This is an optimization exercise on Yosys and OpenROAD, whose aim is small area, not a production implementation. Only simulation tests tie the RTL to the original design; equivalence was not proved. Power figures rest on the tool's default switching activity, not on a simulated workload.

==> design.v <==
module pixel_compositor (
    input  logic        Clk,
    input  logic        Reset,
    input  logic        frame_start,
    input  logic        de,
    input  logic [9:0]  DrawX,
    input  logic [9:0]  DrawY,
    input  logic [9:0]  X,
    input  logic [9:0]  Y,
    input  logic [9:0]  size,
    input  logic [7:0]  x_vec,
    input  logic [7:0]  y_vec,
    input  logic        map_en,
    input  logic        wall_on,
    input  logic [11:0] wall_color,
    input  logic [11:0] memdata,
    output logic [3:0]  Red,
    output logic [3:0]  Green,
    output logic [3:0]  Blue,
    output logic        out_valid,
    output logic        dots_ready
);
    logic [9:0] x_lat, y_lat, s_lat;
    logic [7:0] xv_lat, yv_lat;
    logic       par_ok;
    logic [9:0] x_dot, y_dot;
    logic [7:0] xv_dot, yv_dot;
    logic       dot_ok;
    logic [3:0] cnt;
    logic       rdy;
    always_ff @(posedge Clk) begin
        if (frame_start) begin
            x_lat <= X; y_lat <= Y; s_lat <= size; xv_lat <= x_vec; yv_lat <= y_vec;
        end
        if (cnt == 4'd10 && !frame_start) begin
            x_dot <= x_lat; y_dot <= y_lat; xv_dot <= xv_lat; yv_dot <= yv_lat;
        end
    end
    always_ff @(posedge Clk) begin
        if (Reset) begin
            cnt <= '0; rdy <= 1'b0; par_ok <= 1'b0; dot_ok <= 1'b0;
        end else if (frame_start) begin
            cnt <= 4'd1; rdy <= 1'b0; par_ok <= 1'b1;
        end else if (cnt == 4'd10) begin
            cnt <= '0; rdy <= 1'b1; dot_ok <= 1'b1;
        end else if (cnt != 4'd0) begin
            cnt <= cnt + 4'd1;
        end
    end
    logic [8:0] hx, hy;
    logic       dot_hit;
    dot_axis u_dx (.d(DrawX[7:0]), .p(x_dot), .a(xv_dot), .hit(hx));
    dot_axis u_dy (.d(DrawY[7:0]), .p(y_dot), .a(yv_dot), .hit(hy));
        assign dot_hit = dot_ok ? |(hx & hy) : (DrawX[7:0] == 8'd0 && DrawY[7:0] == 8'd0);
    logic signed [10:0] ddx, ddy;
    logic               player_hit;
    sub4 u_sx (.d(DrawX[7:0]), .p(x_lat), .r(ddx));
    sub4 u_sy (.d(DrawY[7:0]), .p(y_lat), .r(ddy));
    logic disc_in;
    disc_le u_disc (.dx(ddx), .dy(ddy), .s(s_lat), .le(disc_in));
        assign player_hit = par_ok && disc_in;
    logic above, below, in_map;
    col_cmp u_col (.y(DrawY), .m(memdata[7:0]), .above(above), .below(below));
    assign in_map = map_en && (DrawX <= 10'd160) && (DrawY <= 10'd120);
    logic [11:0] rgb1, rgb2;
    logic        v1, v2;
    logic [11:0] col;
    always_comb begin
        if (in_map) begin
            if (dot_hit)         col = 12'hFFF;
            else if (player_hit) col = 12'hF70;
            else if (wall_on)    col = wall_color;
            else                 col = 12'h004;
        end else begin
            if (above)           col = 12'h337;
            else if (below)      col = 12'h733;
            else                 col = {3{memdata[11:8]}};
        end
    end
    always_ff @(posedge Clk) begin
        if (Reset) begin
            rgb1 <= '0; v1 <= 1'b0; rgb2 <= '0; v2 <= 1'b0;
        end else begin
            rgb1 <= de ? col : 12'h000;
            v1   <= de;
            rgb2 <= rgb1;
            v2   <= v1;
        end
    end
    assign {Red, Green, Blue} = rgb2;
    assign out_valid  = v2;
    assign dots_ready = rdy;
endmodule
module disc_le (input logic [10:0] dx, input logic [10:0] dy, input logic [9:0] s, output logic le);
    wire n0 = ~(dx[0] & dx[1]);
    wire n1 = ~(dx[0] & dx[2]);
    wire n2 = ~(dx[0] & dx[3]);
    wire n3 = ~(dx[0] & dx[4]);
    wire n4 = ~(dx[0] & dx[5]);
    wire n5 = ~(dx[0] & dx[6]);
    wire n6 = ~(dx[0] & dx[7]);
    wire n7 = ~(dx[0] & dx[8]);
    wire n8 = ~(dx[0] & dx[9]);
    wire n9 = ~(dx[0] & dx[10]);
    wire n10 = ~(dx[1] & dx[2]);
    wire n11 = ~(dx[1] & dx[3]);
    wire n12 = ~(dx[1] & dx[4]);
    wire n13 = ~(dx[1] & dx[5]);
    wire n14 = ~(dx[1] & dx[6]);
    wire n15 = ~(dx[1] & dx[7]);
    wire n16 = ~(dx[1] & dx[8]);
    wire n17 = ~(dx[1] & dx[9]);
    wire n18 = ~(dx[1] & dx[10]);
    wire n19 = ~(dx[2] & dx[3]);
    wire n20 = ~(dx[2] & dx[4]);
    wire n21 = ~(dx[2] & dx[5]);
    wire n22 = ~(dx[2] & dx[6]);
    wire n23 = ~(dx[2] & dx[7]);
    wire n24 = ~(dx[2] & dx[8]);
    wire n25 = ~(dx[2] & dx[9]);
    wire n26 = ~(dx[2] & dx[10]);
    wire n27 = ~(dx[3] & dx[4]);
    wire n28 = ~(dx[3] & dx[5]);
    wire n29 = ~(dx[3] & dx[6]);
    wire n30 = ~(dx[3] & dx[7]);
    wire n31 = ~(dx[3] & dx[8]);
    wire n32 = ~(dx[3] & dx[9]);
    wire n33 = ~(dx[3] & dx[10]);
    wire n34 = ~(dx[4] & dx[5]);
    wire n35 = ~(dx[4] & dx[6]);
    wire n36 = ~(dx[4] & dx[7]);
    wire n37 = ~(dx[4] & dx[8]);
    wire n38 = ~(dx[4] & dx[9]);
    wire n39 = ~(dx[4] & dx[10]);
    wire n40 = ~(dx[5] & dx[6]);
    wire n41 = ~(dx[5] & dx[7]);
    wire n42 = ~(dx[5] & dx[8]);
    wire n43 = ~(dx[5] & dx[9]);
    wire n44 = ~(dx[5] & dx[10]);
    wire n45 = ~(dx[6] & dx[7]);
    wire n46 = ~(dx[6] & dx[8]);
    wire n47 = ~(dx[6] & dx[9]);
    wire n48 = ~(dx[6] & dx[10]);
    wire n49 = ~(dx[7] & dx[8]);
    wire n50 = ~(dx[7] & dx[9]);
    wire n51 = ~(dx[7] & dx[10]);
    wire n52 = ~(dx[8] & dx[9]);
    wire n53 = ~(dx[8] & dx[10]);
    wire n54 = ~(dx[9] & dx[10]);
    wire n55 = ~(dy[0] & dy[1]);
    wire n56 = ~(dy[0] & dy[2]);
    wire n57 = ~(dy[0] & dy[3]);
    wire n58 = ~(dy[0] & dy[4]);
    wire n59 = ~(dy[0] & dy[5]);
    wire n60 = ~(dy[0] & dy[6]);
    wire n61 = ~(dy[0] & dy[7]);
    wire n62 = ~(dy[0] & dy[8]);
    wire n63 = ~(dy[0] & dy[9]);
    wire n64 = ~(dy[0] & dy[10]);
    wire n65 = ~(dy[1] & dy[2]);
    wire n66 = ~(dy[1] & dy[3]);
    wire n67 = ~(dy[1] & dy[4]);
    wire n68 = ~(dy[1] & dy[5]);
    wire n69 = ~(dy[1] & dy[6]);
    wire n70 = ~(dy[1] & dy[7]);
    wire n71 = ~(dy[1] & dy[8]);
    wire n72 = ~(dy[1] & dy[9]);
    wire n73 = ~(dy[1] & dy[10]);
    wire n74 = ~(dy[2] & dy[3]);
    wire n75 = ~(dy[2] & dy[4]);
    wire n76 = ~(dy[2] & dy[5]);
    wire n77 = ~(dy[2] & dy[6]);
    wire n78 = ~(dy[2] & dy[7]);
    wire n79 = ~(dy[2] & dy[8]);
    wire n80 = ~(dy[2] & dy[9]);
    wire n81 = ~(dy[2] & dy[10]);
    wire n82 = ~(dy[3] & dy[4]);
    wire n83 = ~(dy[3] & dy[5]);
    wire n84 = ~(dy[3] & dy[6]);
    wire n85 = ~(dy[3] & dy[7]);
    wire n86 = ~(dy[3] & dy[8]);
    wire n87 = ~(dy[3] & dy[9]);
    wire n88 = ~(dy[3] & dy[10]);
    wire n89 = ~(dy[4] & dy[5]);
    wire n90 = ~(dy[4] & dy[6]);
    wire n91 = ~(dy[4] & dy[7]);
    wire n92 = ~(dy[4] & dy[8]);
    wire n93 = ~(dy[4] & dy[9]);
    wire n94 = ~(dy[4] & dy[10]);
    wire n95 = ~(dy[5] & dy[6]);
    wire n96 = ~(dy[5] & dy[7]);
    wire n97 = ~(dy[5] & dy[8]);
    wire n98 = ~(dy[5] & dy[9]);
    wire n99 = ~(dy[5] & dy[10]);
    wire n100 = ~(dy[6] & dy[7]);
    wire n101 = ~(dy[6] & dy[8]);
    wire n102 = ~(dy[6] & dy[9]);
    wire n103 = ~(dy[6] & dy[10]);
    wire n104 = ~(dy[7] & dy[8]);
    wire n105 = ~(dy[7] & dy[9]);
    wire n106 = ~(dy[7] & dy[10]);
    wire n107 = ~(dy[8] & dy[9]);
    wire n108 = ~(dy[8] & dy[10]);
    wire n109 = ~(dy[9] & dy[10]);
    wire n110 = ~(s[0] & s[1]);
    wire n111 = ~(s[0] & s[2]);
    wire n112 = ~(s[0] & s[3]);
    wire n113 = ~(s[0] & s[4]);
    wire n114 = ~(s[0] & s[5]);
    wire n115 = ~(s[0] & s[6]);
    wire n116 = ~(s[0] & s[7]);
    wire n117 = ~(s[0] & s[8]);
    wire n118 = ~(s[0] & s[9]);
    wire n119 = ~(s[1] & s[2]);
    wire n120 = ~(s[1] & s[3]);
    wire n121 = ~(s[1] & s[4]);
    wire n122 = ~(s[1] & s[5]);
    wire n123 = ~(s[1] & s[6]);
    wire n124 = ~(s[1] & s[7]);
    wire n125 = ~(s[1] & s[8]);
    wire n126 = ~(s[1] & s[9]);
    wire n127 = ~(s[2] & s[3]);
    wire n128 = ~(s[2] & s[4]);
    wire n129 = ~(s[2] & s[5]);
    wire n130 = ~(s[2] & s[6]);
    wire n131 = ~(s[2] & s[7]);
    wire n132 = ~(s[2] & s[8]);
    wire n133 = ~(s[2] & s[9]);
    wire n134 = ~(s[3] & s[4]);
    wire n135 = ~(s[3] & s[5]);
    wire n136 = ~(s[3] & s[6]);
    wire n137 = ~(s[3] & s[7]);
    wire n138 = ~(s[3] & s[8]);
    wire n139 = ~(s[3] & s[9]);
    wire n140 = ~(s[4] & s[5]);
    wire n141 = ~(s[4] & s[6]);
    wire n142 = ~(s[4] & s[7]);
    wire n143 = ~(s[4] & s[8]);
    wire n144 = ~(s[4] & s[9]);
    wire n145 = ~(s[5] & s[6]);
    wire n146 = ~(s[5] & s[7]);
    wire n147 = ~(s[5] & s[8]);
    wire n148 = ~(s[5] & s[9]);
    wire n149 = ~(s[6] & s[7]);
    wire n150 = ~(s[6] & s[8]);
    wire n151 = ~(s[6] & s[9]);
    wire n152 = ~(s[7] & s[8]);
    wire n153 = ~(s[7] & s[9]);
    wire n154 = ~(s[8] & s[9]);
    wire n155, n156;
    fa_cell u_n155 (.a(dx[4]), .b(dy[4]), .c(n116), .s(n155), .co(n156));
    wire n157, n158;
    ha_cell u_n157 (.a(n123), .b(n129), .s(n157), .co(n158));
    wire n159, n160;
    fa_cell u_n159 (.a(n117), .b(n124), .c(n130), .s(n159), .co(n160));
    wire n161, n162;
    fa_cell u_n161 (.a(dx[5]), .b(dy[5]), .c(n118), .s(n161), .co(n162));
    wire n163, n164;
    fa_cell u_n163 (.a(n125), .b(n131), .c(n136), .s(n163), .co(n164));
    wire n165, n166;
    fa_cell u_n165 (.a(n8), .b(n16), .c(n23), .s(n165), .co(n166));
    wire n167, n168;
    ha_cell u_n167 (.a(n140), .b(1'b1), .s(n167), .co(n168));
    wire n169, n170;
    fa_cell u_n169 (.a(n9), .b(n64), .c(n126), .s(n169), .co(n170));
    wire n171, n172;
    fa_cell u_n171 (.a(n132), .b(n137), .c(n141), .s(n171), .co(n172));
    wire n173 = n17 ^ n24;
    wire n174 = ~(n17 | n24);
    wire n175, n176;
    fa_cell u_n175 (.a(dx[6]), .b(n18), .c(dy[6]), .s(n175), .co(n176));
    wire n177, n178;
    fa_cell u_n177 (.a(n73), .b(n133), .c(n138), .s(n177), .co(n178));
    wire n179, n180;
    fa_cell u_n179 (.a(n142), .b(n145), .c(1'b1), .s(n179), .co(n180));
    wire n181, n182;
    fa_cell u_n181 (.a(n25), .b(n31), .c(n36), .s(n181), .co(n182));
    wire n183, n184;
    fa_cell u_n183 (.a(n26), .b(n81), .c(n139), .s(n183), .co(n184));
    wire n185, n186;
    fa_cell u_n185 (.a(dx[7]), .b(n33), .c(dy[7]), .s(n185), .co(n186));
    wire n187, n188;
    ha_cell u_n187 (.a(dx[2]), .b(dy[2]), .s(n187), .co(n188));
    wire n189, n190;
    fa_cell u_n189 (.a(dx[3]), .b(dy[3]), .c(n114), .s(n189), .co(n190));
    wire n191, n192;
    fa_cell u_n191 (.a(n121), .b(n127), .c(1'b1), .s(n191), .co(n192));
    wire n193, n194;
    fa_cell u_n193 (.a(n115), .b(n122), .c(n128), .s(n193), .co(n194));
    wire n195 = n5 ^ n13;
    wire n196 = ~(n5 | n13);
    wire n197, n198;
    fa_cell u_n197 (.a(n155), .b(n157), .c(n134), .s(n197), .co(n198));
    wire n199, n200;
    fa_cell u_n199 (.a(n6), .b(n14), .c(n21), .s(n199), .co(n200));
    wire n201, n202;
    fa_cell u_n201 (.a(n27), .b(n61), .c(n69), .s(n201), .co(n202));
    wire n203, n204;
    fa_cell u_n203 (.a(n156), .b(n158), .c(n159), .s(n203), .co(n204));
    wire n205, n206;
    fa_cell u_n205 (.a(n7), .b(n15), .c(n22), .s(n205), .co(n206));
    wire n207, n208;
    fa_cell u_n207 (.a(n28), .b(n62), .c(n70), .s(n207), .co(n208));
    wire n209, n210;
    ha_cell u_n209 (.a(n135), .b(1'b1), .s(n209), .co(n210));
    wire n211, n212;
    fa_cell u_n211 (.a(n160), .b(n161), .c(n163), .s(n211), .co(n212));
    wire n213, n214;
    fa_cell u_n213 (.a(n165), .b(n29), .c(n34), .s(n213), .co(n214));
    wire n215, n216;
    fa_cell u_n215 (.a(n63), .b(n71), .c(n78), .s(n215), .co(n216));
    wire n217, n218;
    fa_cell u_n217 (.a(n84), .b(n89), .c(s[5]), .s(n217), .co(n218));
    wire n219, n220;
    fa_cell u_n219 (.a(n162), .b(n164), .c(n168), .s(n219), .co(n220));
    wire n221, n222;
    fa_cell u_n221 (.a(n169), .b(n171), .c(n173), .s(n221), .co(n222));
    wire n223, n224;
    fa_cell u_n223 (.a(n166), .b(n30), .c(n35), .s(n223), .co(n224));
    wire n225, n226;
    fa_cell u_n225 (.a(n72), .b(n79), .c(n85), .s(n225), .co(n226));
    wire n227, n228;
    fa_cell u_n227 (.a(n170), .b(n172), .c(n174), .s(n227), .co(n228));
    wire n229, n230;
    fa_cell u_n229 (.a(n175), .b(n177), .c(n179), .s(n229), .co(n230));
    wire n231, n232;
    fa_cell u_n231 (.a(n181), .b(n40), .c(n80), .s(n231), .co(n232));
    wire n233, n234;
    fa_cell u_n233 (.a(n86), .b(n91), .c(n95), .s(n233), .co(n234));
    wire n235, n236;
    fa_cell u_n235 (.a(n176), .b(n178), .c(n180), .s(n235), .co(n236));
    wire n237, n238;
    fa_cell u_n237 (.a(n183), .b(n143), .c(n146), .s(n237), .co(n238));
    wire n239, n240;
    fa_cell u_n239 (.a(n182), .b(n32), .c(n37), .s(n239), .co(n240));
    wire n241, n242;
    fa_cell u_n241 (.a(n41), .b(n87), .c(n92), .s(n241), .co(n242));
    wire n243, n244;
    fa_cell u_n243 (.a(n184), .b(n185), .c(n88), .s(n243), .co(n244));
    wire n245, n246;
    fa_cell u_n245 (.a(n144), .b(n147), .c(n149), .s(n245), .co(n246));
    wire n247, n248;
    fa_cell u_n247 (.a(n38), .b(n42), .c(n45), .s(n247), .co(n248));
    wire n249, n250;
    fa_cell u_n249 (.a(n93), .b(n97), .c(n100), .s(n249), .co(n250));
    wire n251, n252;
    fa_cell u_n251 (.a(n186), .b(n39), .c(n94), .s(n251), .co(n252));
    wire n253, n254;
    fa_cell u_n253 (.a(n43), .b(n46), .c(n98), .s(n253), .co(n254));
    wire n255, n256;
    fa_cell u_n255 (.a(dx[8]), .b(n44), .c(dy[8]), .s(n255), .co(n256));
    wire n257, n258;
    fa_cell u_n257 (.a(n99), .b(n151), .c(n152), .s(n257), .co(n258));
    wire n259, n260;
    ha_cell u_n259 (.a(dx[1]), .b(dy[1]), .s(n259), .co(n260));
    wire n261, n262;
    fa_cell u_n261 (.a(n187), .b(n112), .c(n119), .s(n261), .co(n262));
    wire n263 = n2 ^ n10;
    wire n264 = ~(n2 | n10);
    wire n265, n266;
    fa_cell u_n265 (.a(n188), .b(n113), .c(n120), .s(n265), .co(n266));
    wire n267, n268;
    fa_cell u_n267 (.a(n3), .b(n11), .c(n58), .s(n267), .co(n268));
    wire n269, n270;
    fa_cell u_n269 (.a(n4), .b(n12), .c(n19), .s(n269), .co(n270));
    wire n271, n272;
    fa_cell u_n271 (.a(n59), .b(n67), .c(n74), .s(n271), .co(n272));
    wire n273, n274;
    ha_cell u_n273 (.a(n189), .b(n191), .s(n273), .co(n274));
    wire n275, n276;
    fa_cell u_n275 (.a(n190), .b(n192), .c(n193), .s(n275), .co(n276));
    wire n277, n278;
    fa_cell u_n277 (.a(n20), .b(n60), .c(n68), .s(n277), .co(n278));
    wire n279 = ~n75;
    wire n280, n281;
    fa_cell u_n280 (.a(n195), .b(1'b1), .c(n279), .s(n280), .co(n281));
    wire n282, n283;
    fa_cell u_n282 (.a(n194), .b(n196), .c(n197), .s(n282), .co(n283));
    wire n284, n285;
    fa_cell u_n284 (.a(n199), .b(n201), .c(n76), .s(n284), .co(n285));
    wire n286 = ~1'b1;
    wire n287, n288;
    fa_cell u_n287 (.a(n82), .b(s[4]), .c(n286), .s(n287), .co(n288));
    wire n289, n290;
    fa_cell u_n289 (.a(n198), .b(n203), .c(n209), .s(n289), .co(n290));
    wire n291, n292;
    fa_cell u_n291 (.a(n200), .b(n202), .c(n205), .s(n291), .co(n292));
    wire n293, n294;
    fa_cell u_n293 (.a(n207), .b(n77), .c(n83), .s(n293), .co(n294));
    wire n295, n296;
    fa_cell u_n295 (.a(n204), .b(n210), .c(n211), .s(n295), .co(n296));
    wire n297, n298;
    fa_cell u_n297 (.a(n206), .b(n208), .c(n213), .s(n297), .co(n298));
    wire n299 = ~n167;
    wire n300, n301;
    fa_cell u_n300 (.a(n215), .b(n217), .c(n299), .s(n300), .co(n301));
    wire n302, n303;
    fa_cell u_n302 (.a(n212), .b(n219), .c(n221), .s(n302), .co(n303));
    wire n304, n305;
    fa_cell u_n304 (.a(n214), .b(n216), .c(n218), .s(n304), .co(n305));
    wire n306, n307;
    fa_cell u_n306 (.a(n223), .b(n225), .c(n90), .s(n306), .co(n307));
    wire n308, n309;
    fa_cell u_n308 (.a(n220), .b(n222), .c(n227), .s(n308), .co(n309));
    wire n310, n311;
    fa_cell u_n310 (.a(n224), .b(n226), .c(n231), .s(n310), .co(n311));
    wire n312 = ~n229;
    wire n313, n314;
    fa_cell u_n313 (.a(n233), .b(s[6]), .c(n312), .s(n313), .co(n314));
    wire n315, n316;
    fa_cell u_n315 (.a(n228), .b(n230), .c(n235), .s(n315), .co(n316));
    wire n317, n318;
    fa_cell u_n317 (.a(n232), .b(n234), .c(n239), .s(n317), .co(n318));
    wire n319 = ~n237;
    wire n320, n321;
    fa_cell u_n320 (.a(n241), .b(n96), .c(n319), .s(n320), .co(n321));
    wire n322, n323;
    fa_cell u_n322 (.a(n236), .b(n238), .c(n243), .s(n322), .co(n323));
    wire n324, n325;
    fa_cell u_n324 (.a(n240), .b(n242), .c(n247), .s(n324), .co(n325));
    wire n326 = ~n245;
    wire n327, n328;
    fa_cell u_n327 (.a(n249), .b(s[7]), .c(n326), .s(n327), .co(n328));
    wire n329, n330;
    fa_cell u_n329 (.a(n244), .b(n246), .c(n251), .s(n329), .co(n330));
    wire n331, n332;
    fa_cell u_n331 (.a(n248), .b(n250), .c(n253), .s(n331), .co(n332));
    wire n333 = ~n101;
    wire n334, n335;
    fa_cell u_n334 (.a(n148), .b(n150), .c(n333), .s(n334), .co(n335));
    wire n336, n337;
    fa_cell u_n336 (.a(n252), .b(n255), .c(n257), .s(n336), .co(n337));
    wire n338, n339;
    fa_cell u_n338 (.a(n254), .b(n47), .c(n49), .s(n338), .co(n339));
    wire n340, n341;
    fa_cell u_n340 (.a(n102), .b(n104), .c(s[8]), .s(n340), .co(n341));
    wire n342, n343;
    fa_cell u_n342 (.a(n256), .b(n258), .c(n48), .s(n342), .co(n343));
    wire n344 = ~n50;
    wire n345, n346;
    fa_cell u_n345 (.a(n103), .b(n153), .c(n344), .s(n345), .co(n346));
    wire n347, n348;
    fa_cell u_n347 (.a(dx[9]), .b(n51), .c(dy[9]), .s(n347), .co(n348));
    wire n349, n350;
    fa_cell u_n349 (.a(n52), .b(n107), .c(s[9]), .s(n349), .co(n350));
    wire n351, n352;
    fa_cell u_n351 (.a(n259), .b(n110), .c(1'b1), .s(n351), .co(n352));
    wire n353, n354;
    fa_cell u_n353 (.a(n260), .b(n111), .c(1'b1), .s(n353), .co(n354));
    wire n355, n356;
    fa_cell u_n355 (.a(n261), .b(n263), .c(1'b1), .s(n355), .co(n356));
    wire n357 = n57 ^ n65;
    wire n358 = ~(n57 | n65);
    wire n359, n360;
    fa_cell u_n359 (.a(n262), .b(n264), .c(n265), .s(n359), .co(n360));
    wire n361 = ~1'b1;
    wire n362, n363;
    fa_cell u_n362 (.a(n267), .b(n66), .c(n361), .s(n362), .co(n363));
    wire n364, n365;
    fa_cell u_n364 (.a(n268), .b(n269), .c(n271), .s(n364), .co(n365));
    wire n366 = ~s[3];
    wire n367, n368;
    fa_cell u_n367 (.a(n266), .b(n273), .c(n366), .s(n367), .co(n368));
    wire n369, n370;
    fa_cell u_n369 (.a(n274), .b(n275), .c(n280), .s(n369), .co(n370));
    wire n371, n372;
    fa_cell u_n371 (.a(n270), .b(n272), .c(n277), .s(n371), .co(n372));
    wire n373, n374;
    fa_cell u_n373 (.a(n276), .b(n281), .c(n282), .s(n373), .co(n374));
    wire n375, n376;
    fa_cell u_n375 (.a(n278), .b(n284), .c(n287), .s(n375), .co(n376));
    wire n377, n378;
    fa_cell u_n377 (.a(n285), .b(n288), .c(n291), .s(n377), .co(n378));
    wire n379 = ~n293;
    wire n380, n381;
    fa_cell u_n380 (.a(n283), .b(n289), .c(n379), .s(n380), .co(n381));
    wire n382, n383;
    fa_cell u_n382 (.a(n292), .b(n294), .c(n297), .s(n382), .co(n383));
    wire n384 = ~n300;
    wire n385, n386;
    fa_cell u_n385 (.a(n290), .b(n295), .c(n384), .s(n385), .co(n386));
    wire n387, n388;
    fa_cell u_n387 (.a(n298), .b(n301), .c(n304), .s(n387), .co(n388));
    wire n389 = ~n306;
    wire n390, n391;
    fa_cell u_n390 (.a(n296), .b(n302), .c(n389), .s(n390), .co(n391));
    wire n392, n393;
    fa_cell u_n392 (.a(n305), .b(n307), .c(n310), .s(n392), .co(n393));
    wire n394 = ~n313;
    wire n395, n396;
    fa_cell u_n395 (.a(n303), .b(n308), .c(n394), .s(n395), .co(n396));
    wire n397, n398;
    fa_cell u_n397 (.a(n311), .b(n314), .c(n317), .s(n397), .co(n398));
    wire n399 = ~n320;
    wire n400, n401;
    fa_cell u_n400 (.a(n309), .b(n315), .c(n399), .s(n400), .co(n401));
    wire n402, n403;
    fa_cell u_n402 (.a(n318), .b(n321), .c(n324), .s(n402), .co(n403));
    wire n404 = ~n327;
    wire n405, n406;
    fa_cell u_n405 (.a(n316), .b(n322), .c(n404), .s(n405), .co(n406));
    wire n407, n408;
    fa_cell u_n407 (.a(n323), .b(n329), .c(n334), .s(n407), .co(n408));
    wire n409, n410;
    fa_cell u_n409 (.a(n325), .b(n328), .c(n331), .s(n409), .co(n410));
    wire n411, n412;
    fa_cell u_n411 (.a(n330), .b(n335), .c(n336), .s(n411), .co(n412));
    wire n413, n414;
    fa_cell u_n413 (.a(n332), .b(n338), .c(n340), .s(n413), .co(n414));
    wire n415, n416;
    fa_cell u_n415 (.a(n337), .b(n342), .c(n345), .s(n415), .co(n416));
    wire n417, n418;
    fa_cell u_n417 (.a(n339), .b(n341), .c(n105), .s(n417), .co(n418));
    wire n419, n420;
    fa_cell u_n419 (.a(n343), .b(n346), .c(n347), .s(n419), .co(n420));
    wire n421 = ~n349;
    wire n422, n423;
    fa_cell u_n422 (.a(n106), .b(n154), .c(n421), .s(n422), .co(n423));
    wire n424, n425;
    fa_cell u_n424 (.a(n348), .b(n53), .c(n108), .s(n424), .co(n425));
    wire n426, n427;
    fa_cell u_n426 (.a(dx[10]), .b(n54), .c(dy[10]), .s(n426), .co(n427));
    wire n428 = n0 ^ n55;
    wire n429 = ~(n0 | n55);
    wire n430 = ~n1;
    wire n431, n432;
    fa_cell u_n431 (.a(n352), .b(n353), .c(n430), .s(n431), .co(n432));
    wire n433, n434;
    fa_cell u_n433 (.a(n354), .b(n355), .c(n357), .s(n433), .co(n434));
    wire n435, n436;
    fa_cell u_n435 (.a(n356), .b(n358), .c(n359), .s(n435), .co(n436));
    wire n437 = ~n363;
    wire n438, n439;
    fa_cell u_n438 (.a(n360), .b(n367), .c(n437), .s(n438), .co(n439));
    wire n440 = ~n365;
    wire n441, n442;
    fa_cell u_n441 (.a(n368), .b(n369), .c(n440), .s(n441), .co(n442));
    wire n443 = ~n372;
    wire n444, n445;
    fa_cell u_n444 (.a(n370), .b(n373), .c(n443), .s(n444), .co(n445));
    wire n446 = ~n376;
    wire n447, n448;
    fa_cell u_n447 (.a(n374), .b(n380), .c(n446), .s(n447), .co(n448));
    wire n449 = ~n378;
    wire n450, n451;
    fa_cell u_n450 (.a(n381), .b(n385), .c(n449), .s(n450), .co(n451));
    wire n452 = ~n383;
    wire n453, n454;
    fa_cell u_n453 (.a(n386), .b(n390), .c(n452), .s(n453), .co(n454));
    wire n455 = ~n388;
    wire n456, n457;
    fa_cell u_n456 (.a(n391), .b(n395), .c(n455), .s(n456), .co(n457));
    wire n458 = ~n393;
    wire n459, n460;
    fa_cell u_n459 (.a(n396), .b(n400), .c(n458), .s(n459), .co(n460));
    wire n461 = ~n398;
    wire n462, n463;
    fa_cell u_n462 (.a(n401), .b(n405), .c(n461), .s(n462), .co(n463));
    wire n464 = ~n403;
    wire n465, n466;
    fa_cell u_n465 (.a(n406), .b(n407), .c(n464), .s(n465), .co(n466));
    wire n467 = ~n410;
    wire n468, n469;
    fa_cell u_n468 (.a(n408), .b(n411), .c(n467), .s(n468), .co(n469));
    wire n470 = ~n414;
    wire n471, n472;
    fa_cell u_n471 (.a(n412), .b(n415), .c(n470), .s(n471), .co(n472));
    wire n473, n474;
    fa_cell u_n473 (.a(n416), .b(n419), .c(n422), .s(n473), .co(n474));
    wire n475, n476;
    fa_cell u_n475 (.a(n420), .b(n423), .c(n424), .s(n475), .co(n476));
    wire n477, n478;
    fa_cell u_n477 (.a(n425), .b(n426), .c(n109), .s(n477), .co(n478));
    wire n479, n480;
    ha_cell u_n479 (.a(dx[0]), .b(dy[0]), .s(n479), .co(n480));
    wire n481, n482;
    ha_cell u_n481 (.a(n428), .b(n351), .s(n481), .co(n482));
    wire n483 = ~n56;
    wire n484, n485;
    fa_cell u_n484 (.a(n429), .b(n431), .c(n483), .s(n484), .co(n485));
    wire n486 = ~s[2];
    wire n487, n488;
    fa_cell u_n487 (.a(n432), .b(n433), .c(n486), .s(n487), .co(n488));
    wire n489 = ~n362;
    wire n490, n491;
    fa_cell u_n490 (.a(n434), .b(n435), .c(n489), .s(n490), .co(n491));
    wire n492 = ~n364;
    wire n493, n494;
    fa_cell u_n493 (.a(n436), .b(n438), .c(n492), .s(n493), .co(n494));
    wire n495 = ~n371;
    wire n496, n497;
    fa_cell u_n496 (.a(n439), .b(n441), .c(n495), .s(n496), .co(n497));
    wire n498 = ~n375;
    wire n499, n500;
    fa_cell u_n499 (.a(n442), .b(n444), .c(n498), .s(n499), .co(n500));
    wire n501 = ~n377;
    wire n502, n503;
    fa_cell u_n502 (.a(n445), .b(n447), .c(n501), .s(n502), .co(n503));
    wire n504 = ~n382;
    wire n505, n506;
    fa_cell u_n505 (.a(n448), .b(n450), .c(n504), .s(n505), .co(n506));
    wire n507 = ~n387;
    wire n508, n509;
    fa_cell u_n508 (.a(n451), .b(n453), .c(n507), .s(n508), .co(n509));
    wire n510 = ~n392;
    wire n511, n512;
    fa_cell u_n511 (.a(n454), .b(n456), .c(n510), .s(n511), .co(n512));
    wire n513 = ~n397;
    wire n514, n515;
    fa_cell u_n514 (.a(n457), .b(n459), .c(n513), .s(n514), .co(n515));
    wire n516 = ~n402;
    wire n517, n518;
    fa_cell u_n517 (.a(n460), .b(n462), .c(n516), .s(n517), .co(n518));
    wire n519 = ~n409;
    wire n520, n521;
    fa_cell u_n520 (.a(n463), .b(n465), .c(n519), .s(n520), .co(n521));
    wire n522 = ~n413;
    wire n523, n524;
    fa_cell u_n523 (.a(n466), .b(n468), .c(n522), .s(n523), .co(n524));
    wire n525 = ~n417;
    wire n526, n527;
    fa_cell u_n526 (.a(n469), .b(n471), .c(n525), .s(n526), .co(n527));
    wire n528 = ~n418;
    wire n529, n530;
    fa_cell u_n529 (.a(n472), .b(n473), .c(n528), .s(n529), .co(n530));
    wire n531 = ~n350;
    wire n532, n533;
    fa_cell u_n532 (.a(n474), .b(n475), .c(n531), .s(n532), .co(n533));
    wire n534, n535;
    fa_cell u_n534 (.a(n476), .b(n477), .c(1'b1), .s(n534), .co(n535));
    wire n536, n537;
    fa_cell u_n536 (.a(n478), .b(n427), .c(1'b1), .s(n536), .co(n537));
    wire n538 = n479 & ~s[0];
    wire n539 = (n480 & 1'b1) | (n480 & n538) | (1'b1 & n538);
    wire n540 = (n481 & ~s[1]) | (n481 & n539) | (~s[1] & n539);
    wire n541 = (n482 & n484) | (n482 & n540) | (n484 & n540);
    wire n542 = (n485 & n487) | (n485 & n541) | (n487 & n541);
    wire n543 = (n488 & n490) | (n488 & n542) | (n490 & n542);
    wire n544 = (n491 & n493) | (n491 & n543) | (n493 & n543);
    wire n545 = (n494 & n496) | (n494 & n544) | (n496 & n544);
    wire n546 = (n497 & n499) | (n497 & n545) | (n499 & n545);
    wire n547 = (n500 & n502) | (n500 & n546) | (n502 & n546);
    wire n548 = (n503 & n505) | (n503 & n547) | (n505 & n547);
    wire n549 = (n506 & n508) | (n506 & n548) | (n508 & n548);
    wire n550 = (n509 & n511) | (n509 & n549) | (n511 & n549);
    wire n551 = (n512 & n514) | (n512 & n550) | (n514 & n550);
    wire n552 = (n515 & n517) | (n515 & n551) | (n517 & n551);
    wire n553 = (n518 & n520) | (n518 & n552) | (n520 & n552);
    wire n554 = (n521 & n523) | (n521 & n553) | (n523 & n553);
    wire n555 = (n524 & n526) | (n524 & n554) | (n526 & n554);
    wire n556 = (n527 & n529) | (n527 & n555) | (n529 & n555);
    wire n557 = (n530 & n532) | (n530 & n556) | (n532 & n556);
    wire n558 = (n533 & n534) | (n533 & n557) | (n534 & n557);
    wire n559 = (n535 & n536) | (n535 & n558) | (n536 & n558);
    wire n560 = (n537 ^ n559);
    assign le = n560;
endmodule
module fa_cell (input logic a, input logic b, input logic c, output logic s, output logic co);
    assign s  = a ^ b ^ c;
    assign co = (a & b) | (a & c) | (b & c);
endmodule
module ha_cell (input logic a, input logic b, output logic s, output logic co);
    assign s  = a ^ b;
    assign co = a & b;
endmodule
module dot_axis (
    input  logic [7:0] d,
    input  logic [9:0] p,
    input  logic [7:0] a,
    output logic [8:0] hit
);
    logic [10:0] m3, m5, m7;
    logic [8:2]  c3;
    logic [9:3]  c5, c7;
    ha_cell h3 (.a(a[1]), .b(a[0]), .s(m3[1]), .co(c3[2]));
    for (genvar i = 2; i <= 7; i++) begin : g3
        fa_cell f (.a(a[i]), .b(a[i-1]), .c(c3[i]), .s(m3[i]), .co(c3[i+1]));
    end
    assign m3[0]     = a[0];
    assign m3[8]     = c3[8];
    assign m3[10:9]  = {2{a[7]}};
    ha_cell h5 (.a(a[2]), .b(a[0]), .s(m5[2]), .co(c5[3]));
    for (genvar i = 3; i <= 8; i++) begin : g5
        fa_cell f (.a(a[(i <= 7) ? i : 7]), .b(a[i-2]), .c(c5[i]), .s(m5[i]), .co(c5[i+1]));
    end
    assign m5[1:0] = a[1:0];
    assign m5[9]   = c5[9];
    assign m5[10]  = a[7];
    ha_cell h7 (.a(m3[2]), .b(a[0]), .s(m7[2]), .co(c7[3]));
    for (genvar i = 3; i <= 8; i++) begin : g7
        fa_cell f (.a(m3[i]), .b(a[i-2]), .c(c7[i]), .s(m7[i]), .co(c7[i+1]));
    end
    assign m7[1:0] = m3[1:0];
    assign m7[9]   = c7[9];
    assign m7[10]  = a[7];
    logic [5:0] h [9];
    logic [1:0] l [9];
    assign h[0] = 6'd0;                         assign l[0] = 2'd0;
    assign h[1] = {{4{a[7]}}, a[6:5]};          assign l[1] = a[4:3];
    assign h[2] = {{3{a[7]}}, a[6:4]};          assign l[2] = a[3:2];
    assign h[3] = m3[10:5];                     assign l[3] = m3[4:3];
    assign h[4] = {{2{a[7]}}, a[6:3]};          assign l[4] = a[2:1];
    assign h[5] = m5[10:5];                     assign l[5] = m5[4:3];
    assign h[6] = m3[9:4];                      assign l[6] = m3[3:2];
    assign h[7] = m7[10:5];                     assign l[7] = m7[4:3];
    assign h[8] = a[7:2];                       assign l[8] = a[1:0];
    logic [8:0] z;
    logic [8:1] cz;
    logic [7:0] nph;
    assign nph = ~p[9:2];
    assign z[0]  = d[0] ^ p[2];
    assign cz[1] = d[0] | nph[0];
    for (genvar i = 1; i <= 7; i++) begin : gz
        fa_cell f (.a(d[i]), .b(nph[i]), .c(cz[i]), .s(z[i]), .co(cz[i+1]));
    end
    assign z[8] = ~cz[8];
    logic       in0, in1;
    logic [5:0] w, wm;
    assign w   = z[5:0];
    assign wm  = w - 6'd1;
    assign in0 = (z[8:5] == 4'b0000) || (z[8:5] == 4'b1111);
    assign in1 = (z[8:5] == 4'b0000) || ((z[8:5] == 4'b1111) && (z[4:0] != 5'd0)) || (z == 9'd32);
    for (genvar k = 0; k < 9; k++) begin : gk
        logic [2:0] sk;
        logic       ak, bk;
        assign sk = {1'b0, l[k]} + {1'b0, p[1:0]};
        assign ak = (sk == 3'd3) || (sk == 3'd4) || (sk == 3'd5);
        assign bk = (sk == 3'd0) || (sk == 3'd1);
        assign hit[k] = (ak && in1 && (h[k] == wm)) || (bk && in0 && (h[k] == w));
    end
endmodule
module sub4 (
    input  logic [7:0]  d,
    input  logic [9:0]  p,
    output logic [10:0] r
);
    logic [10:2] c;
    logic [9:2]  np;
    assign np   = ~p[9:2];
    assign r[0] = p[0];
    assign r[1] = p[1] ^ p[0];
    assign c[2] = ~(p[1] | p[0]);
    for (genvar i = 2; i <= 9; i++) begin : g
        fa_cell f (.a(d[i-2]), .b(np[i]), .c(c[i]), .s(r[i]), .co(c[i+1]));
    end
    assign r[10] = ~c[10];
endmodule
module col_cmp (
    input  logic [9:0] y,
    input  logic [7:0] m,
    output logic       above,
    output logic       below
);
    logic [9:0] w;
    logic [9:4] cw;
    assign w[2:0] = y[3:1];
    assign w[3]   = ~y[4];
    assign cw[4]  = y[4];
    for (genvar i = 4; i <= 6; i++) begin : gw
        assign w[i]    = y[i+1] ^ cw[i];
        assign cw[i+1] = y[i+1] & cw[i];
    end
    assign w[7]  = ~(y[8] ^ cw[7]);
    assign cw[8] = y[8] | cw[7];
    assign w[8]  = ~(y[9] ^ cw[8]);
    assign cw[9] = y[9] | cw[8];
    assign w[9]  = ~cw[9];
    logic [7:1] ca;
    assign ca[1] = m[0] & w[0];
    for (genvar i = 1; i <= 6; i++) begin : ga
        assign ca[i+1] = (m[i] & w[i]) | (m[i] & ca[i]) | (w[i] & ca[i]);
    end
    assign above = w[9] & ~m[7] & ~ca[7];
    logic [10:1] cb;
    assign cb[1] = y[0];
    for (genvar i = 1; i <= 8; i++) begin : gb
        assign cb[i+1] = (w[i-1] & ~m[i-1]) | (w[i-1] & cb[i]) | (~m[i-1] & cb[i]);
    end
    assign cb[10] = w[8] | cb[9];
    assign below = ~w[9] & cb[10];
endmodule
==> flow/run.sh <==
#!/bin/bash
set -e
export BUFFER_PORTS_ARGS="-buffer_cell sky130_fd_sc_hd__buf_1"
bash standard.sh > standard_flow.log 2>&1
==> standard.sh <==
#!/bin/bash
# synth_recipe.tcl (not shown) runs the flow's synth.tcl, then flattens the netlist and writes it again
# the make line also repeats each setting of config.mk as NAME=value (left out here)
make -C /OpenROAD-flow-scripts/flow DESIGN_CONFIG=/design/flow/config.mk WORK_HOME=/design/flow/orfs CLKGATE_MAP_FILE= SYNTH_SCRIPT=/design/flow/synth_recipe.tcl "${@:-finish}"
==> config.mk <==
export PLATFORM = sky130hd
export DESIGN_NAME = pixel_compositor
export DESIGN_NICKNAME = pixel_compositor
export VERILOG_FILES = /design/flow/design.v
export SDC_FILE = /design/flow/constraint.sdc
export NUM_CORES = 4
export LEC_CHECK = 0
export CAP_MARGIN = 20
export CORE_MARGIN = 2
export CORE_UTILIZATION = 40
export CTS_BUF_LIST = sky130_fd_sc_hd__clkbuf_8
export SLEW_MARGIN = 20
export SYNTH_HIERARCHICAL = 1
==> constraint.sdc <==
create_clock -name core_clock -period 12.0 [get_ports {Clk}]
set_input_delay 2.4000 -clock core_clock [delete_from_list [all_inputs] [get_ports {Clk}]]
set_output_delay 2.4000 -clock core_clock [all_outputs]
set_load 0.01 [all_outputs]
==> key figures, run 1 <==
Job
  • Max capacitance violation total: 0

Timing
  • Worst-margin pin slew: approximately 910 ps
  • Clock Skew: between 20 and 25 ps
  • Fmax achieved: slightly above 90 MHz
  • Final Critical Period: 10,990 ps
  • Setup TNS: 0 ps
  • Final Hold Vio Count: 0
  • Max-slew violation count: 0
  • Setup violations, final: 0
  • Worst hold slack: between 400 and 500 ps
  • RSZ-0062 raised after global routing: no
  • Fin crit share: 91.5%
  • Slew margin rel.: ~39%

Worst setup path
  • CP Launch Type: input pin
  • CP max FO: 12
  • CP Class: in2reg
  • CP arrival: between 10,000 and 15,000 ps
  • Worst Reg-to-Reg Cells: 28
  • CP endpoint kind: flip-flop
  • Crit path required time: 12,400 ps

Synth
  • Synth Register Bits: ~120
  • Post-synthesis sequential area ratio: roughly 23%
  • Biggest area consumer among synthesized cells: fa_1
  • Predominant post-synthesis flop cell: edfxtp_1
  • Cells after Synth: ~1,300
  • Synth top cells by count: fa_1, nand2_1, inv_1
  • Number of synthesized flops with an enable pin: ~80
  • Yosys warns: 10
  • Area share of the largest cell type after synthesis: between 30% and 40%
  • Mapped Area: approximately 14,000 um^2
  • Dominant cells by area after synthesis: fa_1, edfxtp_1, nand2_1
  • Syn avg cell area: between 10 and 15 um^2
  • Cell variety after synth: between 80 and 90
  • Asr flop ratio synth: 0%
  • Cell with the most instances after synthesis: fa_1

Clock tree
  • Cts hold-fix bufs: 0
  • Post_cts resized: 0
  • Clock latency (worst-skew pair): 470 ps
  • CTS max path bufs: 2
  • Clk slew on worst S/H paths: ~90 ps
  • Clk sink count: around 120
  • CTS tree: built
  • CTS HTree Levels: 4
  • CTS Buf Count: 17
  • Clock Tree Root: clkbuf_8
  • # Post-CTS Setup Buffers: 0

Pwr
  • Static Leak: roughly 5.6 nW
  • Power Density: 281 nW/um^2
  • Max IR drop VDD: between 0.0004 and 0.0005 V

Finish
  • Non-filler cells, final: between 1,500 and 2,000
  • Area grow syn2layout: 8.74%
  • Cell area after layout: between 10,000 and 15,000 um^2
  • Nets@finish: 1,722
  • Multi-input logic area: between 9000 and 10,000 um^2
  • Register area: approximately 3100 um^2
  • Fillcell total: 3,143
  • Share of cells above drive strength 1: 5.69%
  • Diode count: 0

Die
  • Io pins: 110
  • Die Width: 188 um
  • Chip Height: 188 um
  • Number of cell rows: 67
  • Die area: roughly 35,000 um^2
  • Area of the core: 33,400 um^2
  • Starting density of the core: 40.4%

Min path
  • HP Class: reg2reg
  • Worst hold path cell count: 0

Global routing
  • Overall routing resource usage: between 10% and 20%
  • Vias in the first global route: 9,968
  • Largest net degree at the start of global routing: 51
  • Initial antenna violation count: 0
  • First-pass GRT wire length: 54.0 mm
  • Congestion Overflow GR: 0

Route
  • Per-cell routed wire length: approximately 19 um
  • Remaining antenna violation count: 0
  • DR vias/cell: around 5.2
  • DRT Wirelength: around 33 mm
  • Via Count: approximately 9,400
  • DR pass1 iterations: 5
  • DRC Markers: 0
  • Drt initial violations: roughly 540

Placed design
  • Area post-placement: approximately 14,000 um^2
  • Port Buffers: 109
  • Dpl cells: about 1,800
  • Placer Congestion: a little under 0.9
  • Post-DP HPWL: 25.8 mm

Outcome
  • Status: complete, no violations
sequential cells by signal (all words and copies together) (netlist names):
| name | flops |
|---|---|
| cnt | 4 |
| dot_ok | 1 |
| par_ok | 1 |
| rdy | 1 |
| rgb1 | 12 |
| rgb2 | 12 |
| s_lat | 10 |
| v1 | 1 |
| v2 | 1 |
| x_dot | 10 |
| x_lat | 10 |
| xv_dot | 8 |
| xv_lat | 8 |
| y_dot | 10 |
| y_lat | 10 |
| yv_dot | 8 |
| yv_lat | 8 |
through the flow:
stage          utilization [%]  setup WS [ps]  power [mW]
3_3_place_gp              42.6            763        3.59
2_1_floorplan                -           1290        2.99
6_report                  44.0           1010        4.14
4_1_cts                   44.0            994        4.14
5_1_grt                   44.0            621        4.65
3_5_place_dp              42.7            512        3.71
report_power, final:
part	switching [mW]	internal, mW
logic	1.80	1.47
clock network	0.207	0.195
registers	0.0208	0.445
total	2.03	2.11
worst max-delay path: stages:
cell      delay [ps]
buf_1            120
fa_1             450
fa_1             390
fa_1             390
fa_1             460
fa_1             420
fa_1             390
fa_1             380
fa_1             780
nand2_1          150
fa_1             480
fa_1             520
fa_1             550
inv_1             50
fa_1             460
fa_1             500
fa_1             580
o22ai_1          100
nor3_1           150
o21ai_0          130
a211o_1          330
a22oi_2          300
a2111o_1         150
nand4_1          100
nand2_1          330
o21ai_0          160
a21oi_1          160
layer usage:
layer	wire length, um	part of all wire, %	global-route usage, %	vias up
met3	1530	4.6	3.03	56
met5	0	0	0	-
met4	913	2.7	7.63	0
met2	17200	51	34.8	256
met1	13800	41	24.8	4764
li1	-	-	-	4310
Yosys stat by module (local to each module, per instance):
module	flip-flops and latches	times used	cell area (um^2)
sub4	0	2	61.3
dot_axis	0	2	1710
disc_le	0	1	1290
pixel_compositor	115	1	3760
fa_cell	0	221	20.0
col_cmp	0	1	325
ha_cell	0	14	12.5
final cells by class:
type                       count  share of cell area [%]
inverter                     138                    3.52
timing repair buffer         116                    3.23
clock buffer                  17                    1.59
sequential                   115                    21.2
tap                          448                    3.81
multi-input combinational    952                    65.3
clock inverter                15                    1.26
logic make-up (layout without fill, tap and decap cells):
| logic type | after synthesis | count (layout) | synth area share (%) |
|---|---|---|---|
| and+or+nand+nor | 374 | 374 | 14.0 |
| adders and majority gates | 289 | 289 | 39.9 |
| buffers and inverters | 205 | 286 | 6.18 |
| AOI/OAI and AO/OA | 136 | 136 | 7.02 |
| xor gates and xnor gates | 125 | 125 | 8.49 |
| DFF | 115 | 115 | 23.1 |
| muxes | 16 | 16 | 1.28 |
| other | 2 | 12 | 0.0555 |
path summary, 6_finish.rpt:
| check | start | slack (ps) | to |
|---|---|---|---|
| max | DrawX[0] | 1010 | rgb1[2]$_SDFF_PP0_ |
| min | yv_lat[7]$_DFFE_PP_ | 420 | yv_dot[7]$_DFFE_PP_ |
| max reg2reg | x_lat[0]$_DFFE_PP_ | 2030 | rgb1[2]$_SDFF_PP0_ |
| min reg2reg | yv_lat[7]$_DFFE_PP_ | 420 | yv_dot[7]$_DFFE_PP_ |
cell usage in the layout, fill, tap and decap left out, drive strengths merged, types with 19 or more instances in the layout:
cell and instances:
xor2 47, a21oi 32, xnor2 78, nand3 30, ha 49, edfxtp 82
nand2 188, nor2 26, inv 147, nor2b 19, dfxtp 33, buf 115
fa 237
==> inputs of run 2 (changes only) <==
==> flow/run.sh (replaced) <==
#!/bin/bash
set -e
export BUFFER_PORTS_ARGS="-buffer_cell sky130_fd_sc_hd__buf_1"
export CTS_ARGS="-sink_clustering_enable -repair_clock_nets -buf_list sky130_fd_sc_hd__clkbuf_8 -dont_use_dummy_load"
bash standard.sh > standard_flow.log 2>&1
--- a/config.mk
+++ b/config.mk
@@ -9,5 +9,6 @@
 export CORE_MARGIN = 2
 export CORE_UTILIZATION = 40
 export CTS_BUF_LIST = sky130_fd_sc_hd__clkbuf_8
+export GPL_TIMING_DRIVEN = 0
 export SLEW_MARGIN = 20
 export SYNTH_HIERARCHICAL = 1
==> run 2 against run 1 <==
Still clean. Global-route usage up 0.12 points. Critical path depth up 2. Sequential share of layout area down 0.16 points. Wire length down 0.19%. Sequential power down 2%. Clock power down 32%. Cell count up 2.6%. Non-clock buffer count up 62. Maximum frequency down 5.2%. Core utilization up 0.34 points. Flip-flop and latch count unchanged.
==> key figures, run 2 <==
Outcome
  • Status: complete, no violations

Die
  • Area of the core: 33,400 um^2
  • Die Width: 188 um
  • Io pins: 110
  • Starting density of the core: about two fifths
  • Die area: approximately 35,000 um^2
  • Number of cell rows: 67
  • Chip Height: approximately 190 um

Finish
  • Non-filler cells, final: around 1,800
  • Commonest cells after routing, fill and taps aside: fa_1, nand2_1, inv_1, buf_1, edfxtp_1
  • Area grow syn2layout: 9.60%
  • Share of cells above drive strength 1: between 5 and 6%
  • Fillcell total: between 3,000 and 4,000
  • Cell area after layout: 14,800 um^2
  • Nets@finish: approximately 1,800
  • Biggest regs: rgb1 x12, rgb2 x12
  • Leading cell type in the layout, fill and taps excluded: fa_1
  • Finished Core Util: 44.3%
  • Diode count: 0

Pwr
  • Max IR drop VDD: between 0.0002 and 0.0003 V
  • Sequential Power Share: between 10% and 20%
  • Design Power: roughly 4.0 mW
  • Switch Pwr: between 1.5 and 2 mW
  • Static Leak: approximately 5.6 nW
  • Combinational power share: roughly four fifths
  • Power Density: 272 nW/um^2
  • Sw Share: slightly below 50%
  • Cell-internal power: between 2 and 2.5 mW
  • Clock power frac: around 6.7%

Timing
  • Fmax achieved: approximately 86 MHz
  • Final Hold Vio Count: 0
  • Setup violations, final: 0
  • Slew margin rel.: 47.2%
  • Setup TNS: 0 ps
  • Final setup margin: between 400 and 500 ps
  • Worst hold slack: around 420 ps
  • Clock Skew: ~31 ps
  • Fin crit share: between 90% and 100%
  • Worst-margin pin slew: 786 ps
  • Max-slew violation count: 0
  • RSZ-0062 raised after global routing: no
  • Final Critical Period: approximately 12,000 ps

Synth
  • Mapped Area: between 10,000 and 15,000 um^2
  • Dominant cells by area after synthesis: fa_1, edfxtp_1, nand2_1
  • Asr flop ratio synth: 0%
  • Cell variety after synth: between 80 and 90
  • Biggest area consumer among synthesized cells: fa_1
  • Synth top cells by count: fa_1, nand2_1, inv_1
  • Synth Register Bits: about 120
  • Cells after Synth: between 1,000 and 1,500
  • Cell with the most instances after synthesis: fa_1
  • Predominant post-synthesis flop cell: edfxtp_1
  • Number of synthesized flops with an enable pin: 82
  • Yosys warns: 10
  • Area share of the largest cell type after synthesis: around a third
  • Syn avg cell area: 10.7 um^2
  • Post-synthesis sequential area ratio: between 20 and 25%

Clock tree
  • # Post-CTS Setup Buffers: 0
  • Cts hold-fix bufs: 0
  • CTS max path bufs: 2
  • CTS HTree Levels: 4
  • Clk sink count: approximately 120
  • Clock latency (worst-skew pair): roughly 460 ps
  • CTS Buf Count: 17
  • Clk slew on worst S/H paths: 80 ps
  • Post_cts resized: 0
  • Clock Tree Root: clkbuf_8
  • CTS tree: built

Job
  • Max capacitance violation total: 0

Global routing
  • Vias in the first global route: about 10,000
  • Congestion Overflow GR: 0
  • Overall routing resource usage: 20.0%
  • Met1 GRT Util: 26.0%
  • Initial antenna violation count: 0
  • M2 GR Usage: 34.5%
  • Met3 Track Usage GR: 3.20%
  • Largest net degree at the start of global routing: 32
  • First-pass GRT wire length: between 50 and 60 mm
  • Busiest grt layer: met2

Worst setup path
  • Reg2reg end: rgb1[2]$_SDFF_PP0_
  • CP arrival: around 12,000 ps
  • Critical Path Sink: rgb1[2]$_SDFF_PP0_
  • CP max stage delay: around 610 ps
  • Worst R2R Start: x_lat[0]$_DFFE_PP_
  • R2R Setup Slk: approximately 1900 ps
  • Slowest stage cell, crit path: fa_1
  • Worst Reg-to-Reg Cells: 30
  • CP endpoint kind: flip-flop
  • CP max FO: 10
  • Crit. Startpoint: DrawX[0]
  • Most frequent CP cell: fa_1
  • CP Class: in2reg
  • Crit path required time: between 10,000 and 15,000 ps
  • CP Launch Type: input pin

Placed design
  • Placer Congestion: 0.869
  • Area post-placement: around 15,000 um^2
  • Worst slack, placed: -160 ps
  • Port Buffers: ~110
  • Dpl cells: about 1,800
  • Post-DP HPWL: approximately 27 mm

Min path
  • HP Class: reg2reg
  • Worst hold path cell count: 1

Route
  • DRT Wirelength: between 30 and 40 mm
  • Via Count: approximately 9,500
  • DR pass1 iterations: 4
  • Remaining antenna violation count: 0
  • DRC Markers: 0
  • Drt initial violations: just under 500
  • DR vias/cell: between 5 and 6
  • Per-cell routed wire length: between 15 and 20 um
==> run 2: how the worst min path moves through the flow <==
| stage | start | slack [ps] | to |
|---|---|---|---|
| floorplan | xv_lat[0]$_DFFE_PP_ | 400 | xv_dot[0]$_DFFE_PP_ |
| global placement | yv_lat[0]$_DFFE_PP_ | 400 | yv_dot[0]$_DFFE_PP_ |
| detailed placement | xv_lat[7]$_DFFE_PP_ | 410 | xv_dot[7]$_DFFE_PP_ |
| CTS | rgb1[6]$_SDFF_PP0_ | 420 | rgb2[6]$_SDFF_PP0_ |
| global route | rgb1[6]$_SDFF_PP0_ | 420 | rgb2[6]$_SDFF_PP0_ |
| finish | rgb1[6]$_SDFF_PP0_ | 420 | rgb2[6]$_SDFF_PP0_ |
==> run 2: kinds of logic (layout without fill, tap and decap cells) <==
| kind of cell | Yosys count | count (layout) | share of synthesized area [%] |
|---|---|---|---|
| buffers and inverters | 205 | 333 | 6.18 |
| adders and majority gates | 289 | 289 | 39.9 |
| DFF | 115 | 115 | 23.1 |
| xor gates and xnor gates | 125 | 125 | 8.49 |
| other | 2 | 12 | 0.0555 |
| and+or+nand+nor | 374 | 374 | 14.0 |
| muxes | 16 | 16 | 1.28 |
| AOI/OAI and AO/OA | 136 | 136 | 7.02 |
==> run 2: final cells by class <==
class                      count  area [um^2]  area share [%]
sequential                   115         3120            21.1
buffer                        67          318            2.14
inverter                     138          518            3.50
multi-input combinational    952         9610            64.8
timing repair buffer         111          458            3.09
tap                          448          561            3.78
clock buffer                  17          234            1.58
==> run 2: worst max-delay path, delay by kind of cell <==
kind,cells,cell delay (ps)
buffers and inverters,4,1000
AND/OR/NAND/NOR,4,650
AO/OA/AOI/OAI,7,1340
adder cells (fa/ha/maj),14,6600
==> run 2: per-layer routing <==
metal	share of wire (%)	vias to the layer above	wire length, um
li1	-	4406	-
met1	42	4818	14100
met2	51	225	17000
met3	4.5	41	1500
met4	2.2	0	728
met5	0	-	0
==> run 2: modules after synthesis, one instance, submodules excluded <==
module            cell area, um^2  cells inside  flip-flops and latches
pixel_compositor             3760           225                     115
dot_axis                     1710           222                       0
disc_le                      1290           283                       0
col_cmp                       325            49                       0
sub4                         61.3            13                       0
fa_cell                      20.0             1                       0
ha_cell                      12.5             1                       0
==> run 2: power groups by stage <==
stage / combinational (mW) / clock [mW] / sequential (mW)
after floorplan: 2.53 / 0 / 0.460
after global placement: 3.23 / 0 / 0.464
after detailed placement: 3.31 / 0 / 0.463
after CTS: 3.33 / 0.278 / 0.455
after global routing: 3.76 / 0.291 / 0.456
final: 3.31 / 0.272 / 0.455
==> inputs of run 3 (changes only) <==
--- a/config.mk
+++ b/config.mk
@@ -9,6 +9,5 @@
 export CORE_MARGIN = 2
 export CORE_UTILIZATION = 40
 export CTS_BUF_LIST = sky130_fd_sc_hd__clkbuf_8
-export GPL_TIMING_DRIVEN = 0
 export SLEW_MARGIN = 20
 export SYNTH_HIERARCHICAL = 1
==> run 3 against run 2 <==
Cell count shrank 3.4%. Worst hold slack worse by 12 ps. Synthesized cell count unchanged. Wire length grew 0.23%. Flip-flop and latch count stayed put. Largest power group unchanged.
==> key figures, run 3 <==
Outcome
  • Status: complete, no violations

Global routing
  • Overall routing resource usage: about a fifth
  • First-pass GRT wire length: 53.9 mm
  • Congestion Overflow GR: 0
  • Initial antenna violation count: 0
  • Vias in the first global route: 9,965
  • Largest net degree at the start of global routing: between 50 and 60

Pwr
  • Max IR drop VDD: ~0.00045 V
  • Switch Pwr: about 2.0 mW
  • Design Power: 4.01 mW
  • Static Leak: ~5.5 nW
  • Sequential Power Share: about 12%
  • Sw Share: 49.1%
  • Combinational power share: 81.5%
  • Clock power frac: 6.8%
  • Power Density: approximately 280 nW/um^2
  • Cell-internal power: ~2 mW

Worst setup path
  • Most frequent CP cell: fa_1
  • CP endpoint kind: flip-flop
  • CP max FO: 12
  • Worst R2R Start: x_lat[0]$_DFFE_PP_
  • CP delay by family, top: adder cells
  • CP max stage delay: between 700 and 800 ps
  • Slowest stage cell, crit path: fa_1
  • CP Launch Type: input pin
  • Crit. Startpoint: DrawX[0]
  • CP arrival: approximately 11,000 ps
  • CP Class: in2reg
  • CP Buf/Inv Count: 2
  • Crit path required time: around 12,000 ps

Route
  • DRC Markers: 0
  • Via Count: approximately 9,300
  • DR pass1 iterations: 5
  • DR vias/cell: between 5 and 6
  • Per-cell routed wire length: approximately 19 um
  • Remaining antenna violation count: 0
  • Drt initial violations: about 560
  • DRT Wirelength: 33.4 mm

Die
  • Area of the core: 33,400 um^2
  • Number of cell rows: 67
  • Die area: 35,300 um^2
  • Starting density of the core: 40.4%
  • Die Width: between 150 and 200 um
  • Chip Height: between 150 and 200 um
  • Io pins: 110

Synth
  • Cell variety after synth: 81
  • Synth Register Bits: 115
  • Asr flop ratio synth: 0%
  • Dominant cells by area after synthesis: fa_1, edfxtp_1, nand2_1
  • Post-synthesis sequential area ratio: a little under a quarter
  • Yosys warns: 10
  • Cells after Synth: 1,262
  • Syn avg cell area: about 11 um^2
  • Cell with the most instances after synthesis: fa_1
  • Number of synthesized flops with an enable pin: between 80 and 90
  • Predominant post-synthesis flop cell: edfxtp_1
  • Biggest area consumer among synthesized cells: fa_1
  • Area share of the largest cell type after synthesis: between 30% and 40%
  • Mapped Area: ~14,000 um^2
  • Synth top cells by count: fa_1, nand2_1, inv_1

Min path
  • Worst Min Path Start: yv_lat[7]$_DFFE_PP_
  • HP Class: reg2reg

Clock tree
  • CTS Buf Count: 17
  • Clock Tree Root: clkbuf_8
  • # Post-CTS Setup Buffers: 0
  • Clk slew on worst S/H paths: 90 ps
  • Clk sink count: 115
  • Cts hold-fix bufs: 0
  • CTS max path bufs: 2
  • CTS HTree Levels: 4
  • CTS tree: built
  • Post_cts resized: 0
  • Clock latency (worst-skew pair): between 400 and 500 ps

Finish
  • Area grow syn2layout: 7.37%
  • Share of cells above drive strength 1: about 4.6%
  • Diode count: 0
  • Nets@finish: 1,722
  • Biggest regs: rgb1 x12, rgb2 x12
  • Leading cell type in the layout, fill and taps excluded: fa_1
  • Commonest cells after routing, fill and taps aside: fa_1, nand2_1, inv_1, buf_1, edfxtp_1

Placed design
  • Post-DP HPWL: approximately 26 mm
  • Placer Congestion: 0.892
  • Port Buffers: approximately 110

Timing
  • Slew margin rel.: slightly below 40%
  • Fmax achieved: around 91 MHz
  • Worst-margin pin slew: approximately 910 ps
  • Setup violations, final: 0
  • Final Critical Period: ~11,000 ps
  • Setup TNS: 0 ps
  • Final Hold Vio Count: 0
  • Clock Skew: between 20 and 30 ps
  • Fin crit share: about nine tenths
  • Max-slew violation count: 0
  • RSZ-0062 raised after global routing: no

Job
  • Max capacitance violation total: 0
==> run 3: cell counts after synthesis <==
Identical to the previous run, type by type.
==> run 3: power groups by stage <==
stage | Combinational [mW] | Sequential (mW) | Clock, mW
after global placement | 3.12 | 0.475 | 0
after global routing | 3.75 | 0.468 | 0.298
after CTS | 3.26 | 0.466 | 0.284
after floorplan | 2.53 | 0.460 | 0
after detailed placement | 3.24 | 0.475 | 0
final | 3.27 | 0.466 | 0.274
==> run 3: Yosys stat by module (local to each module, per instance) <==
module / cell area (um^2) / cells / copies in the design
pixel_compositor: 3760 / 225 / 1
fa_cell: 20.0 / 1 / 221
sub4: 61.3 / 13 / 2
col_cmp: 325 / 49 / 1
ha_cell: 12.5 / 1 / 14
disc_le: 1290 / 283 / 1
dot_axis: 1710 / 222 / 2
==> run 3: cell families after synthesis <==
group | Yosys count | synth area share [%]
DFF | 115 | 23.1
other | 2 | 0.0555
and+or+nand+nor | 374 | 14.0
buffers and inverters | 205 | 6.18
muxes | 16 | 1.28
adders and majority gates | 289 | 39.9
xor gates and xnor gates | 125 | 8.49
AOI/OAI and AO/OA | 136 | 7.02
==> run 3: worst paths after layout <==
path	endpoint	slack [ps]	cells after the start
worst max register to register	rgb1[7]$_SDFF_PP0_	2020	28
worst min register to register	yv_dot[7]$_DFFE_PP_	410	0
worst min-delay path	yv_dot[7]$_DFFE_PP_	410	0
worst max-delay path	rgb1[7]$_SDFF_PP0_	980	27
==> run 3: area by class of cell <==
class / count / area [um^2]
flip-flops and latches: 115 / 3120
inverters: 138 / 518
fillers: 3156 / 18900
well taps: 448 / 561
multi-input cells: 952 / 9610
repair buffers: 116 / 475
clock buffers: 17 / 234
==> run 3: per-layer routing <==
layer  vias to the layer above  GRT usage (%)  part of all wire, %
li1                       4289              -                    -
met1                      4710           24.7                   41
met2                       268           34.6                   51
met3                        62           3.31                  5.2
met4                         0           7.81                  2.9
met5                         -              0                    0
==> run 3: stage by stage <==
| step | hold WS (ps) | cell area (um^2) | std cells | util, % | worst slack, ps |
|---|---|---|---|---|---|
| 2_1_floorplan | 400 | 13600 | 1272 | - | 1290 |
| 3_3_place_gp | 403 | 14300 | 1768 | 42.6 | 763 |
| 3_5_place_dp | 405 | 14300 | 1769 | 42.7 | 512 |
| 4_1_cts | 402 | 14500 | 1786 | 43.4 | 979 |
| 5_1_grt | 413 | 14500 | 1786 | 43.4 | 606 |
| 6_report | 409 | 14500 | 1786 | 43.4 | 983 |
==> inputs of run 4 (changes only) <==
--- a/config.mk
+++ b/config.mk
@@ -5,9 +5,9 @@
 export SDC_FILE = /design/flow/constraint.sdc
 export NUM_CORES = 4
 export LEC_CHECK = 0
-export CAP_MARGIN = 20
+export CAP_MARGIN = 0
 export CORE_MARGIN = 2
 export CORE_UTILIZATION = 40
 export CTS_BUF_LIST = sky130_fd_sc_hd__clkbuf_8
-export SLEW_MARGIN = 20
+export SLEW_MARGIN = 0
 export SYNTH_HIERARCHICAL = 1
==> run 4 against run 3 <==
Largest power group unchanged. Still clean on timing, DRC and antenna. Worst hold slack better by 11 ps. First-iteration DRC count fell by 8.5%. Area after synthesis unchanged. Critical path type unchanged. Wire length shrank 0.26%.
==> key figures, run 4 <==
Outcome
  • Status: complete, no violations

Die
  • Starting density of the core: ~40%
  • Die area: 35,300 um^2
  • Io pins: between 100 and 150

Timing
  • Final Hold Vio Count: 0
  • RSZ-0062 raised after global routing: no
  • Fin crit share: 91.8%
  • Worst-margin pin slew: around 1200 ps
  • Final Critical Period: 11,010 ps
  • Fmax achieved: between 90 and 100 MHz

Clock tree
  • Clk slew on worst S/H paths: around 60 ps
  • Cts hold-fix bufs: 0
  • CTS tree: built
  • Clock Tree Root: clkbuf_8
  • Clk sink count: approximately 120

Finish
  • Diode count: 0
  • Share of cells above drive strength 1: 4.56%
  • Commonest cells after routing, fill and taps aside: fa_1, nand2_1, inv_1, buf_1, edfxtp_1
  • Fillcell total: between 3,000 and 4,000
  • Area grow syn2layout: 7.23%
  • Nets@finish: roughly 1,700

Route
  • Remaining antenna violation count: 0
  • DRT Wirelength: around 33 mm
  • Per-cell routed wire length: 18.7 um

Synth
  • Number of synthesized flops with an enable pin: about 80
  • Dominant cells by area after synthesis: fa_1, edfxtp_1, nand2_1
  • Yosys warns: 10
  • Biggest area consumer among synthesized cells: fa_1
  • Predominant post-synthesis flop cell: edfxtp_1
  • Mapped Area: 13,500 um^2

Global routing
  • First-pass GRT wire length: around 54 mm
  • Congestion Overflow GR: 0
  • Largest net degree at the start of global routing: between 50 and 60
  • Initial antenna violation count: 0
  • Vias in the first global route: just under 10,000

Min path
  • HP Class: reg2reg

Worst setup path
  • CP Class: in2reg
  • Slowest stage cell, crit path: fa_1
  • Most frequent CP cell: fa_1
  • CP max stage delay: roughly 800 ps
  • Levels on crit path: 27
  • Crit path required time: between 10,000 and 15,000 ps
  • Worst Reg-to-Reg Cells: 28

Job
  • Max capacitance violation total: 0

Pwr
  • Clock power frac: about 7%
  • Combinational power share: 81.5%
  • Max IR drop VDD: 0.000446 V

Placed design
  • Placer Congestion: between 0.8 and 0.9
  • Post-DP HPWL: ~26 mm
[run 4: cell counts after synthesis]
No cell type changed its count.
[run 4: layer usage]
| metal | part of all wire [%] | GRT usage, % |
|---|---|---|
| met5 | 0 | 0 |
| met4 | 2.9 | 7.45 |
| met3 | 4.7 | 3.63 |
| met2 | 52 | 34.6 |
| met1 | 41 | 24.3 |
[run 4: power by group through the flow]
stage	sequential [mW]	clock, mW	combinational, mW
after detailed placement	0.475	0	3.22
after global placement	0.475	0	3.12
after floorplan	0.460	0	2.53
after CTS	0.466	0.283	3.26
after global routing	0.468	0.297	3.74
final	0.466	0.272	3.26
[run 4: Yosys stat by module (local to each module, per instance)]
module            flops+latches  cell area [um^2]  copies in the design  cells inside
ha_cell                       0              12.5                    14             1
pixel_compositor            115              3760                     1           225
fa_cell                       0              20.0                   221             1
col_cmp                       0               325                     1            49
dot_axis                      0              1710                     2           222
sub4                          0              61.3                     2            13
disc_le                       0              1290                     1           283
[run 4: metrics by stage]
| stage | worst slack, ps | cell area, um^2 | util, % | instances | hold WS [ps] |
|---|---|---|---|---|---|
| global placement | 763 | 14300 | 42.6 | 1768 | 403 |
| CTS | 1000 | 14500 | 43.3 | 1785 | 421 |
| finish | 986 | 14500 | 43.3 | 1785 | 419 |
| floorplan | 1290 | 13600 | - | 1272 | 400 |
| global route | 629 | 14500 | 43.3 | 1785 | 427 |
| detailed placement | 557 | 14300 | 42.6 | 1768 | 405 |
[run 4: final cells by class]
cell class / instances / area share, %
well taps: 448 / 3.87
multi-input cells: 952 / 66.3
clock buffers: 17 / 1.61
flip-flops and latches: 115 / 21.5
inverters: 138 / 3.57
repair buffers: 115 / 3.14
[run 4: worst reg2reg max path, delay by kind of cell (launching register included)]
family,cells,cell delay [ps]
AO/OA/AOI/OAI,7,1320
adder cells (fa/ha/maj),15,6920
buffers and inverters,2,150
flip-flops,1,730
AND/OR/NAND/NOR,4,740
[run 4: final timing paths]
kind	start	endpoint	slack, ps
worst max-delay path	DrawX[0]	rgb1[2]$_SDFF_PP0_	990
worst min-delay path	xv_lat[5]$_DFFE_PP_	xv_dot[5]$_DFFE_PP_	420
worst max register to register	x_lat[0]$_DFFE_PP_	rgb1[2]$_SDFF_PP0_	2060
worst min register to register	xv_lat[5]$_DFFE_PP_	xv_dot[5]$_DFFE_PP_	420
[run 4: logic make-up (layout without fill, tap and decap cells)]
kind of cell,Yosys count,in the layout,share of synthesized area [%]
adder cells (fa/ha/maj),289,289,39.9
AO/OA/AOI/OAI,136,136,7.02
other,2,12,0.0555
flip-flops,115,115,23.1
XOR/XNOR,125,125,8.49
multiplexers,16,16,1.28
AND/OR/NAND/NOR,374,374,14.0
buffers and inverters,205,270,6.18

Re-timed with assumed drivers on the ports (clkbuf_16 on the clock, buf_2 on other inputs), run 4 has 1.001 ns of setup slack against 0.986 ns with ideal ports, and 0.514 ns once port delays also move by the mid clock arrival of 0.486 ns.
